This design comes from an exercise in tuning for small area on the open sky130 flow, not from production work. Function was checked by simulation only, so behaviour that the tests miss may differ from the original. Power is estimated from default activity; no workload was simulated.

== raven ==
==> flow/design.v (excerpt) <==
module robotIoController
#(
	parameter int unsigned ticksPerMicrosecond = 50
)
(
	input  logic OSC_FPGA,
	input  logic reset_i,
	input  logic PSEL_i,
	input  logic PENABLE_i,
	input  logic PWRITE_i,
	input  logic [hostBusPkg::busAddrWidth-1:0] PADDR_i,
	input  logic [hostBusPkg::busDataWidth-1:0] PWDATA_i,
	output logic [hostBusPkg::busDataWidth-1:0] PRDATA_o,
	input  logic rcLeftMotor_i,
	input  logic rcRightMotor_i,
	input  logic rcCamPan_i,
	input  logic rcCamTilt_i,
	input  logic encoderLeftA_i,
	input  logic encoderLeftB_i,
	input  logic encoderRightA_i,
	input  logic encoderRightB_i,
	output logic motorLeftPpm_o,
	output logic motorRightPpm_o,
	output logic camPanPpm_o,
	output logic camTiltPpm_o,
	output logic alarm_o
);
For scale: roughly 190 flip-flops, roughly 86 I/O pins, about 8100 um2 of cells after synthesis.
clock: 10.0 ns
lec_check: 0
cap_margin: 20
core_margin: 2
core_utilization: 55
slew_margin: 20
standard.sh (not shown) runs the stock make flow with config.mk's settings and CLKGATE_MAP_FILE= SYNTH_SCRIPT=/design/flow/synth_recipe.tcl, a recipe that flattens the netlist after the stock synthesis.
==> flow/flow/run.sh <==
#!/bin/bash
# Standard ORFS layout with three changes:
#  - ABC maps for area (strash; dch -f; amap -m) instead of the stock scripts,
#    and full/half adders are not pre-extracted (ADDER_MAP_FILE empty);
#    flip-flop mapping and everything else in synthesis is unchanged.
#  - port buffers use sky130_fd_sc_hd__buf_1
#  - CTS options from flow/cts_args.txt when present
set -eo pipefail
HERE=$(pwd)
mkdir -p logs
rm -rf scripts
cp -r "$FLOW_HOME/scripts" scripts
cp flow/abc_area.script scripts/abc_area.script
EXTRA=()
if [[ -f flow/cts_args.txt ]]; then
  EXTRA+=("CTS_ARGS=$(cat flow/cts_args.txt)")
fi
bash standard.sh SCRIPTS_DIR="$HERE/scripts" ABC_AREA=1 ADDER_MAP_FILE= \
  BUFFER_PORTS_ARGS="-buffer_cell sky130_fd_sc_hd__buf_1" "${EXTRA[@]}" finish > logs/standard.log 2>&1
==> flow/flow/abc_area.script <==
strash
dch -f
amap -m
==> flow/flow/cts_args.txt <==
-sink_clustering_enable -repair_clock_nets -dont_use_dummy_load -buf_list sky130_fd_sc_hd__clkbuf_8
Looking at the reports, raven completed the entire flow and the layout it produced met the timing, design-rule and antenna checks.
Here is what was changed in the inputs of garnet compared with raven.
diff --git a/flow/config.mk b/flow/config.mk
--- a/flow/config.mk
+++ b/flow/config.mk
@@ -8 +8 @@
-export CAP_MARGIN = 20
+export CAP_MARGIN = 0
@@ -10,2 +10,4 @@
-export CORE_UTILIZATION = 55
-export SLEW_MARGIN = 20
+export CORE_UTILIZATION = 70
+export GPL_ROUTABILITY_DRIVEN = 0
+export GPL_TIMING_DRIVEN = 0
+export SLEW_MARGIN = 0
## What came out
Summary of the comparison: area taken by multi-input logic gates is higher in garnet, relative to raven.
Status: sequential power parity (garnet, raven)
Re area of the core: raven and garnet aren't equal, and the higher value belongs to raven.
Amount of wire on met3 after detailed routing ended up 18% higher on garnet than on raven.
Of the two candidates, raven has the better post-layout worst setup margin and garnet the worse one.
What maple does differently from garnet at the input level:
==> flow/flow/cts_args.txt <==
-sink_clustering_enable -repair_clock_nets -dont_use_dummy_load -buf_list sky130_fd_sc_hd__clkbuf_8 -sink_clustering_size 24 -sink_clustering_max_diameter 60 -sink_clustering_levels 1
diff --git a/flow/config.mk b/flow/config.mk
--- a/flow/config.mk
+++ b/flow/config.mk
@@ -10,3 +10 @@
-export CORE_UTILIZATION = 70
-export GPL_ROUTABILITY_DRIVEN = 0
-export GPL_TIMING_DRIVEN = 0
+export CORE_UTILIZATION = 55
==> results.txt <==
maple: full flow OK, the timing, design-rule and antenna checks passed. maple: total power is 2.3% lower than what garnet reported. Looking only at routed wire length on met3, and setting everything else aside, the lower value of garnet and maple goes to maple. maple vs. garnet: sequential share of layout area rose 1.2 points; length of routed wiring on met1 rose 1400 um. Setup slack: maple more than garnet. Lower share of the clock period used by the worst path was reported by maple, not garnet. Comparing garnet and maple, the higher power share of the combinational group is on garnet. The cell area of maple is lower than that of garnet. From garnet to maple the numbers moved as follows: critical path depth dropped about 1.9%, worst hold slack has remained practically unchanged. maple: non-clock buffer total of the final layout about 10% below garnet.
Setup changes, maple to willow
==> flow/flow/cts_args.txt <==
-sink_clustering_enable -repair_clock_nets -dont_use_dummy_load -buf_list sky130_fd_sc_hd__clkbuf_8
### Flow results
Summary of willow over maple: count of plain and timing-repair buffers neither gained nor lost much; total wire length stayed essentially flat; final setup slack of the worst path has remained practically unchanged; fraction of standard cell area that is sequential stayed essentially flat.
--- input diff willow..ember ---
==> flow/flow/cts_args.txt <==
-sink_clustering_enable -repair_clock_nets -dont_use_dummy_load -buf_list {sky130_fd_sc_hd__clkbuf_4 sky130_fd_sc_hd__clkbuf_8}
diff --git a/flow/config.mk b/flow/config.mk
--- a/flow/config.mk
+++ b/flow/config.mk
@@ -8 +8 @@
-export CAP_MARGIN = 0
+export CAP_MARGIN = 20
@@ -11 +11 @@
-export SLEW_MARGIN = 0
+export SLEW_MARGIN = 20
Changes observed in ember relative to willow: post-route worst hold slack decreased 4.1 ps; clock period minus final worst setup slack decreased 31 ps.
Compared with willow, ember shows total via count in the routed design lower by 43.
NOTE: wire length on met3 in ember exceeds that of willow
[diff] design area, ember relative to willow: regression
Looking at willow and ember, the global-route usage is a wash.
On ember: core occupancy in the finished layout is 0.26 points higher than what willow gave.
The lower final clock period utilization by the worst path came out of ember.
On cell count, willow tracks ember almost exactly.
Going from willow to ember, detailed-route wire length down about 0.8%; highest attainable clock frequency up about 0.35%.
## Diff of input files: nickel against ember
==> flow/flow/cts_args.txt <==
-sink_clustering_enable -repair_clock_nets -dont_use_dummy_load -buf_list sky130_fd_sc_hd__clkbuf_8
diff --git a/flow/config.mk b/flow/config.mk
--- a/flow/config.mk
+++ b/flow/config.mk
@@ -8 +8 @@
-export CAP_MARGIN = 20
+export CAP_MARGIN = 0
@@ -10,2 +10,2 @@
-export CORE_UTILIZATION = 55
-export SLEW_MARGIN = 20
+export CORE_UTILIZATION = 70
+export SLEW_MARGIN = 0
Notes after the runs:
- Cell count: nickel lower than ember
- Sequential share of layout area up 0.23 points in nickel wrt ember
- | power | nickel vs ember | ≈ equal |
- ember → nickel: area fraction of clock buffers and clock inverters ~0 delta, number of placed instances with taps included -3.4%.
- Summary of the comparison: total iterations of the first detailed-routing run is higher in nickel, relative to ember.

static timing again, ports no longer ideal:
The results above use ideal ports. As a check the final layouts listed here were re-extracted and re-timed, cells and wires unchanged.
Step 1 sets driving cells, clkbuf_16 on the clock port and buf_2 on the other inputs (assumed; they add their load-dependent delay and slew).
Step 2 moves the port delays by t, midway between the first and last clock arrival at a register: inputs arrive t later, outputs are due t later. That takes back most of the time a late clock gives input paths.
Slacks: ideal / step 1 / step 2; pairs: ideal / step 1.
run | t, ns | slack for setup (ns) | clock arrival spread, ns
raven | 0.492 | 1.077 / 1.077 / 1.077 | 0.027 / 0.027
garnet | 0.491 | 0.635 / 0.635 / 0.635 | 0.022 / 0.022
maple | 0.491 | 1.046 / 1.046 / 1.046 | 0.030 / 0.031
willow | 0.491 | 1.046 / 1.046 / 1.046 | 0.030 / 0.031
ember | 0.492 | 1.077 / 1.077 / 1.077 | 0.027 / 0.027
nickel | 0.500 | 0.992 / 0.992 / 0.992 | 0.026 / 0.027
After both steps every run listed still meets setup and hold.
